What follows belongs to an exercise in optimizing a design on an open flow for small area; a production flow would make more cautious choices.
In this exercise RTL edits were held to simulation tests only and were not proved equivalent to the original.
Power is estimated from default activity; no workload was simulated.

== run 1 ==
## mr_ctl_top
module mr_ctl_top (
    input  logic                                                 clk,
    input  logic                                                 rst,
    input  logic                                                 cfg_wr_en,
    input  logic [4-1:0]                               cfg_key,
    input  logic                                                 cfg_key_valid,
    input  logic [48-1:0]                            cfg_base,
    input  logic [32-1:0]                          cfg_len,
    input  logic [5-1:0]                              req_valid,
    input  logic [5-1:0][8-1:0]             req_qpn,
    input  logic [5-1:0][4-1:0]             req_key,
    input  logic [5-1:0][32-1:0]        req_offset,
    output logic [5-1:0]                              req_ready,
    output logic [5-1:0]                              rsp_valid,
    output logic [5-1:0][16-1:0]     rsp_head,
    output logic [5-1:0][49-1:0]     rsp_data,
  ...
For scale: ~3600 cells after synthesis, roughly 1600 flip-flops, about 650 I/O pins, about 61000 um2 of cells after synthesis.
==> flow/config.mk <==
export PLATFORM = sky130hd
export DESIGN_NAME = mr_ctl_top
export DESIGN_NICKNAME = mr_ctl_top
export VERILOG_FILES = /design/flow/design.v
export SDC_FILE = /design/flow/constraint.sdc
export NUM_CORES = 4
export LEC_CHECK = 0
export CAP_MARGIN = 20
export CORE_MARGIN = 2
export CORE_UTILIZATION = 70
export SLEW_MARGIN = 20
==> flow/constraint.sdc <==
create_clock -name core_clock -period 12.0 [get_ports {clk}]
set_input_delay 2.4000 -clock core_clock [delete_from_list [all_inputs] [get_ports {clk}]]
set_output_delay 2.4000 -clock core_clock [all_outputs]
set_load 0.01 [all_outputs]
standard.sh (not shown) runs the stock make flow with config.mk's settings and CLKGATE_MAP_FILE= SYNTH_SCRIPT=/design/flow/synth_recipe.tcl, a recipe that flattens the netlist after the stock synthesis.
==> flow/flow/run.sh <==
#!/bin/bash
# Standard ORFS layout (the standard.sh, unchanged synthesis) with two
# placement/CTS knobs changed:
#  - port buffers use the smallest buffer instead of the resizer's pick
#  - the clock tree uses small clock buffers, larger sink clusters and no
#    dummy loads
# Each ORFS step logs to orfs/logs/...; the make output goes to standard.log.
set -euo pipefail
export BUFFER_PORTS_ARGS="-buffer_cell sky130_fd_sc_hd__buf_1"
export CTS_ARGS="-sink_clustering_enable -repair_clock_nets -buf_list sky130_fd_sc_hd__clkbuf_4 -sink_clustering_size 10 -sink_clustering_max_diameter 40 -dont_use_dummy_load"
bash standard.sh > standard.log 2>&1
Here is what was changed in the inputs of run 2 compared with run 1.
--- a/flow/flow/run.sh
+++ b/flow/flow/run.sh
@@ -9,3 +9,3 @@
 export BUFFER_PORTS_ARGS="-buffer_cell sky130_fd_sc_hd__buf_1"
-export CTS_ARGS="-sink_clustering_enable -repair_clock_nets -buf_list sky130_fd_sc_hd__clkbuf_4 -sink_clustering_size 10 -sink_clustering_max_diameter 40 -dont_use_dummy_load"
+export CTS_ARGS="-sink_clustering_enable -repair_clock_nets -buf_list sky130_fd_sc_hd__clkbuf_4 -sink_clustering_size 8 -sink_clustering_max_diameter 35 -dont_use_dummy_load"
 bash standard.sh > standard.log 2>&1
Notes after the runs:
Going from run 1 to run 2, number of clock buffers in the layout grew by more than 10%. Compared with run 1, run 2 shows a share of the cycle needed by the critical path after routing that is 0.87 points lower. Re number of antenna violations at the first check in global routing: run 2 is 4.2% up on run 1. Diff run 1 -> run 2 | TritonCTS buffer count | up by more than 10%. Summary of run 2 over run 1: worst setup slack for register-to-register paths has increased; critical path depth has increased. Detailed-route wire length on metal 1: run 2 < run 1. | switching part of the total power | run 2 vs run 1 | 0.21 points lower |. Between run 1 and run 2, share of the core filled with cells in the final layout increased. Compared with run 1, in run 2 overall track demand over capacity in global routing closely matched the old numbers; synthesis-to-finish area growth rose by 0.53 points.
> inputs changed (run 2 -> run 3)
==> flow/flow/run.sh <==
#!/bin/bash
# ORFS layout through the standard.sh, with three changes:
#  - synthesis is the standard one (same Yosys script, same registers) but
#    ABC maps the logic with an area-oriented script (flow/abc_area.script)
#  - port buffers use the smallest buffer instead of the resizer's pick
#  - the clock tree uses small clock buffers, bounded sink clusters and no
#    dummy loads
# Each ORFS step logs to orfs/logs/...; make's output goes to synth.log and
# standard.log.
set -euo pipefail
W=$PWD
rm -rf "$W/scripts_area"
cp -r "$FLOW_HOME/scripts" "$W/scripts_area"
cp "$W/flow/abc_area.script" "$W/scripts_area/abc_speed.script"
SCRIPTS_DIR="$W/scripts_area" bash standard.sh synth > synth.log 2>&1
export BUFFER_PORTS_ARGS="-buffer_cell sky130_fd_sc_hd__buf_1"
export CTS_ARGS="-sink_clustering_enable -repair_clock_nets -buf_list sky130_fd_sc_hd__clkbuf_4 -sink_clustering_size 8 -sink_clustering_max_diameter 35 -dont_use_dummy_load"
bash standard.sh > standard.log 2>&1
==> flow/flow/abc_area.script (new file) <==
strash
dc2
&get -n
&st
&dch -f
&nf -a
&put
buffer -c
topo
stime -c
upsize -c
dnsize -c
In summary, run 2 completed successfully, with a layout that passed the timing, DRC and antenna checks.
Run 3 completed end to end with timing, DRC and antenna clean.
Critical path depth (run 3 over run 2): increase, 6
Utilization of the core after routing in run 3 is 0.72 points higher than in run 2
Looking at number of tap instances, run 3 sits below run 2.
Compared run 3 vs run 2, and sequential share of layout area is up in run 3.

* * *

job 6650:
The RTL this note starts from:
==> flow/design.v <==
package mr_ctl_pkg;
    typedef struct packed {
        logic [3-1:0]      chnl;
        logic [5-1:0] local_tag;
    } mr_tag_fields_t;
    typedef union packed {
        logic [8-1:0] flat;
        mr_tag_fields_t         f;
    } mr_tag_u;
    localparam int CHNL_SQ      = 0;
    localparam int CHNL_RQ      = 1;
    localparam int CHNL_TX_REQ  = 2;
    localparam int CHNL_RX_REQ  = 3;
    localparam int CHNL_RX_RESP = 4;
endpackage
`timescale 1ns/100ps
module mr_ctl_top (
    input  logic                                                 clk,
    input  logic                                                 rst,
    input  logic                                                 cfg_wr_en,
    input  logic [4-1:0]                               cfg_key,
    input  logic                                                 cfg_key_valid,
    input  logic [48-1:0]                            cfg_base,
    input  logic [32-1:0]                          cfg_len,
    input  logic [5-1:0]                              req_valid,
    input  logic [5-1:0][8-1:0]             req_qpn,
    input  logic [5-1:0][4-1:0]             req_key,
    input  logic [5-1:0][32-1:0]        req_offset,
    output logic [5-1:0]                              req_ready,
    output logic [5-1:0]                              rsp_valid,
    output logic [5-1:0][16-1:0]     rsp_head,
    output logic [5-1:0][49-1:0]     rsp_data,
    input  logic [5-1:0]                              rsp_ready
);
    localparam int NCH = 5;
    localparam int CL  = 3;
    localparam int LTL = 5;
    localparam int QL  = 8;
    localparam int KL  = 4;
    localparam int KN  = 1 << KL;
    localparam int OW  = 32;
    localparam int AW  = 48;
    localparam int DW  = 49;
    localparam logic [CL-1:0] ST_IDLE = CL'(NCH);
    logic [KN-1:0]   tbl_valid;
    logic [AW-1:0]   tbl_base [KN];
    logic [OW-1:0]   tbl_len  [KN];
    always_ff @(posedge clk or posedge rst) begin
        if (rst) begin
            tbl_valid <= '0;
        end else if (cfg_wr_en) begin
            tbl_valid[cfg_key] <= cfg_key_valid;
        end
    end
    always_ff @(posedge clk) begin
        if (cfg_wr_en) begin
            tbl_base[cfg_key] <= cfg_base;
            tbl_len[cfg_key]  <= cfg_len;
        end
    end
    logic [CL-1:0]   rr_ptr;       
    logic            iss_v;
    logic [KL-1:0]   iss_key;
    logic [KN-1:0]   iss_koh;      
    logic [OW-1:0]   iss_off;
    logic [QL-1:0]   iss_qpn;
    logic [CL-1:0]   iss_ch;       
    logic            s1_v;
    logic [DW-1:0]   s1_data;
    logic [QL-1:0]   s1_qpn;
    logic [CL-1:0]   s1_ch;
    logic            s2_v;
    logic [DW-1:0]   s2_data;
    logic [QL-1:0]   s2_qpn;
    logic [CL-1:0]   s2_ch;
    logic [CL-1:0]   state;
    logic [DW-1:0]   lat_data;
    logic [QL-1:0]   lat_qpn;
    logic [NCH-1:0][LTL-1:0] rel_cnt;
    logic            idle;
    logic            stall;
    logic            issue_free;
    logic            grant_found;
    logic [CL-1:0]   grant_chnl;
    assign rr_ptr     = (iss_ch == CL'(NCH - 1)) ? '0 : iss_ch + 1'b1;
    assign idle       = (state == ST_IDLE);
    assign stall      = s2_v && !idle;
    assign issue_free = !iss_v || !stall;
    logic [NCH-1:0]  gnt_oh;
    always_comb begin
        logic [2*NCH-1:0] rq2;
        logic [NCH-1:0]   hit;
        rq2 = {req_valid, req_valid} >> rr_ptr;
        hit = '0;
        for (int i = NCH - 1; i >= 0; i--) begin
            if (rq2[i]) hit = NCH'(1) << i;
        end
        gnt_oh = NCH'(({hit, hit} << rr_ptr) >> NCH);
        grant_found = |req_valid && issue_free;
        grant_chnl  = '0;
        for (int c = 0; c < NCH; c++) begin
            if (gnt_oh[c]) grant_chnl = grant_chnl | CL'(c);
        end
    end
    assign req_ready = issue_free ? gnt_oh : '0;
    logic [KL-1:0]   sel_key;
    logic [OW-1:0]   sel_off;
    logic [QL-1:0]   sel_qpn;
    always_comb begin
        sel_key = '0;
        sel_off = '0;
        sel_qpn = '0;
        for (int c = 0; c < NCH; c++) begin
            sel_key = sel_key | ({KL{gnt_oh[c]}} & req_key[c]);
            sel_off = sel_off | ({OW{gnt_oh[c]}} & req_offset[c]);
            sel_qpn = sel_qpn | ({QL{gnt_oh[c]}} & req_qpn[c]);
        end
    end
    logic            ent_valid;
    logic [AW-1:0]   ent_base;
    logic [OW-1:0]   ent_len;
    logic            x_err;
    logic [AW-1:0]   x_addr;
    assign iss_koh = KN'(1) << iss_key;
    always_comb begin
        ent_valid = 1'b0;
        ent_base  = '0;
        ent_len   = '0;
        for (int k = 0; k < KN; k++) begin
            ent_valid = ent_valid | (iss_koh[k] & tbl_valid[k]);
            ent_base  = ent_base  | ({AW{iss_koh[k]}} & tbl_base[k]);
            ent_len   = ent_len   | ({OW{iss_koh[k]}} & tbl_len[k]);
        end
    end
    assign x_err     = !ent_valid || (iss_off >= ent_len);
    localparam int NB = 4;
    function automatic int bs(input int k);
        case (k)
            0:       bs = 0;
            1:       bs = 12;
            2:       bs = 24;
            3:       bs = OW;
            default: bs = AW;
        endcase
    endfunction
    logic [OW:0]     rc;       
    logic [AW-1:0]   rs;       
    logic [AW:0]     ip;       
    logic [NB:0]     bc;       
    assign bc[0] = 1'b0;
    for (genvar k = 0; k < NB; k++) begin : g_blk
        for (genvar i = bs(k); i < bs(k+1); i++) begin : g_bit
            if (i < OW) begin : g_add
                logic cin;
                assign cin   = (i == bs(k)) ? 1'b0 : rc[i];
                assign rs[i] = ent_base[i] ^ iss_off[i] ^ cin;
                assign rc[i+1] = (ent_base[i] & iss_off[i]) | (cin & (ent_base[i] ^ iss_off[i]));
            end else begin : g_pass
                assign rs[i] = ent_base[i];
            end
            logic pin;
            assign pin       = (i == bs(k)) ? 1'b1 : ip[i];
            assign ip[i+1]   = pin & rs[i];
            assign x_addr[i] = rs[i] ^ (bc[k] & pin);
        end
        if (bs(k+1) <= OW) begin : g_co
            assign bc[k+1] = rc[bs(k+1)] | (bc[k] & ip[bs(k+1)]);
        end else begin : g_top
            assign bc[k+1] = 1'b0;
        end
    end
    assign rc[0] = 1'b0;
    assign ip[0] = 1'b0;
    always_ff @(posedge clk or posedge rst) begin
        if (rst) begin
            iss_ch <= CL'(NCH - 1);
            iss_v  <= 1'b0;
            s1_v   <= 1'b0;
            s2_v   <= 1'b0;
            state  <= ST_IDLE;
        end else begin
            if (grant_found) begin
                iss_ch <= grant_chnl;
            end
            if (issue_free) begin
                iss_v <= grant_found;
            end
            if (!stall) begin
                s1_v <= iss_v;
                s2_v <= s1_v;
            end
            if (idle) begin
                if (s2_v) begin
                    state <= s2_ch;
                end
            end else if (rsp_ready[state]) begin
                state <= ST_IDLE;
            end
        end
    end
    always_ff @(posedge clk) begin
        if (issue_free) begin
            iss_key <= sel_key;
            iss_off <= sel_off;
            iss_qpn <= sel_qpn;
        end
        if (!stall) begin
            s1_data <= x_err ? {1'b1, {AW{1'b0}}} : {1'b0, x_addr};
            s1_qpn  <= iss_qpn;
            s1_ch   <= iss_ch;
            s2_data <= s1_data;
            s2_qpn  <= s1_qpn;
            s2_ch   <= s1_ch;
        end
        if (idle) begin
            lat_data <= s2_data;
            lat_qpn  <= s2_qpn;
        end
    end
    always_ff @(posedge clk or posedge rst) begin
        if (rst) begin
            rel_cnt <= '0;
        end else begin
            for (int c = 0; c < NCH; c++) begin
                if (rsp_valid[c] && rsp_ready[c]) begin
                    rel_cnt[c] <= rel_cnt[c] + 1'b1;
                end
            end
        end
    end
    for (genvar c = 0; c < NCH; c++) begin : g_chnl
        assign rsp_valid[c] = (state == CL'(c));
        assign rsp_head[c]  = {lat_qpn, {(8 - LTL){1'b0}}, rel_cnt[c]};
        assign rsp_data[c]  = lat_data;
    end
endmodule
Settings: LEC_CHECK=0, CAP_MARGIN=5, CORE_MARGIN=2, CORE_UTILIZATION=70, SLEW_MARGIN=5; clock period 12.0 ns.
==> flow/flow/run.sh <==
#!/bin/bash
# ORFS layout through the standard.sh, with three changes:
#  - synthesis is the standard one (same Yosys script, same registers) but
#    ABC maps the logic with an area-oriented script (flow/abc_area.script)
#  - port buffers use the smallest buffer instead of the resizer's pick
#  - the clock tree uses small clock buffers, bounded sink clusters and no
#    dummy loads
# Each ORFS step logs to orfs/logs/...; make's output goes to synth.log and
# standard.log.
set -euo pipefail
W=$PWD
rm -rf "$W/scripts_area"
cp -r "$FLOW_HOME/scripts" "$W/scripts_area"
cp "$W/flow/abc_area.script" "$W/scripts_area/abc_speed.script"
SCRIPTS_DIR="$W/scripts_area" bash standard.sh synth > synth.log 2>&1
export BUFFER_PORTS_ARGS="-buffer_cell sky130_fd_sc_hd__buf_1"
export CTS_ARGS="-sink_clustering_enable -repair_clock_nets -buf_list sky130_fd_sc_hd__clkbuf_4 -sink_clustering_size 8 -sink_clustering_max_diameter 35 -dont_use_dummy_load"
bash standard.sh > standard.log 2>&1
==> flow/flow/abc_area.script <==
strash
dc2
&get -n
&st
&dch -f
&nf -a
&put
buffer -c
topo
stime -c
upsize -c
dnsize -c
In summary, job 6650 completed successfully, with a layout that passed the timing, DRC and antenna checks.
Relative to job 6650, the following input files were edited for job 9396:
# job 6650
export LEC_CHECK = 0
export CAP_MARGIN = 5
export CORE_MARGIN = 2
export CORE_UTILIZATION = 70
export SLEW_MARGIN = 5
create_clock -name core_clock -period 12.0 [get_ports {clk}]
# job 9396
export LEC_CHECK = 0
export CAP_MARGIN = 20
export CORE_MARGIN = 2
export CORE_UTILIZATION = 70
export SLEW_MARGIN = 20
create_clock -name core_clock -period 12.0 [get_ports {clk}]
--- outcome ---
Any difference in sequential power share between job 9396 and job 6650 is small enough to ignore.
There was hardly any difference in final worst-path cycle share between job 6650 and job 9396.
Between job 6650 and job 9396, the difference in total detailed-routing wirelength is negligible.
On count of nets after finishing, job 6650 and job 9396 are neck and neck.
Diff job 6650..job 9396 | fmax | negligible
On growth of design area from synthesis to finish, job 9396 tracks job 6650 almost exactly.
Re routing usage on met2: job 6650 and job 9396 aren't equal, and the lower value belongs to job 6650.
[inputs] job 724 vs job 9396
# job 9396
export LEC_CHECK = 0
export CAP_MARGIN = 20
export CORE_MARGIN = 2
export CORE_UTILIZATION = 70
export SLEW_MARGIN = 20
create_clock -name core_clock -period 12.0 [get_ports {clk}]
# job 724
export LEC_CHECK = 0
export CAP_MARGIN = 5
export CORE_MARGIN = 2
export CORE_UTILIZATION = 70
export SLEW_MARGIN = 5
create_clock -name core_clock -period 12.0 [get_ports {clk}]
--- a/flow/flow/run.sh
+++ b/flow/flow/run.sh
@@ -5,3 +5,4 @@
 #  - port buffers use the smallest buffer instead of the resizer's pick
-#  - the clock tree uses small clock buffers, bounded sink clusters and no
+#  - the clock tree uses small leaf clock buffers (larger ones at the root
+#    and in the tree), bounded sink clusters and no
 #    dummy loads
@@ -16,3 +17,3 @@
 export BUFFER_PORTS_ARGS="-buffer_cell sky130_fd_sc_hd__buf_1"
-export CTS_ARGS="-sink_clustering_enable -repair_clock_nets -buf_list sky130_fd_sc_hd__clkbuf_4 -sink_clustering_size 8 -sink_clustering_max_diameter 35 -dont_use_dummy_load"
+export CTS_ARGS="-sink_clustering_enable -repair_clock_nets -buf_list sky130_fd_sc_hd__clkbuf_4 -root_buf sky130_fd_sc_hd__clkbuf_16 -tree_buf sky130_fd_sc_hd__clkbuf_8 -sink_clustering_size 8 -sink_clustering_max_diameter 35 -dont_use_dummy_load"
 bash standard.sh > standard.log 2>&1
--- outcome ---
Job 724: all stages complete, timing, DRC and antenna checks passed
Routed wire length delta (job 724 -> job 9396): insignificant
| portion of the clock cycle consumed by the worst path in the final layout | lower: job 724 |
Final instance area: job 724 vs job 9396, no meaningful difference
Summary of job 724 over job 9396: sequential share of layout area essentially unchanged; minimum period implied by the final worst setup slack decreased 0.051 ns; layout clock buffer count decreased 0.44%; power essentially unchanged; clock distribution power increased about 3%.

==> static timing again, ports no longer ideal <==
In the flow no input, the clock included, has a driving cell. The finished layouts below were timed again as built, in two steps.
Step 1: set_driving_cell puts a clkbuf_16 on clk and a buf_2 on each other input, an assumption about the parent block.
Step 2 also shifts input and output timing later by t, the mid clock arrival at the registers, as if the neighbouring blocks saw the same clock.
Three values: ideal, step 1, step 2; two values: the first two.
run	t (ns)	setup slack, ns	worst hold slack (ns)	worst setup path at the end	worst slew at a driven data input, ns
run 1	1.148	1.868 / 1.868 / 1.868	0.404 / 0.404 / 0.404	register to register	0.26
run 2	1.129	1.973 / 1.973 / 1.973	0.365 / 0.365 / 0.365	register to register	0.26
run 3	1.140	1.576 / 1.576 / 1.576	0.343 / 0.343 / 0.343	register to register	0.20
job 6650	1.197	1.386 / 1.386 / 1.386	0.389 / 0.389 / 0.389	register to register	0.21
job 9396	1.181	1.392 / 1.392 / 1.392	0.360 / 0.360 / 0.360	register to register	0.23
job 724	0.768	1.443 / 1.443 / 1.443	0.387 / 0.387 / 0.387	register to register	0.22
After both steps setup and hold are still met in every run listed.
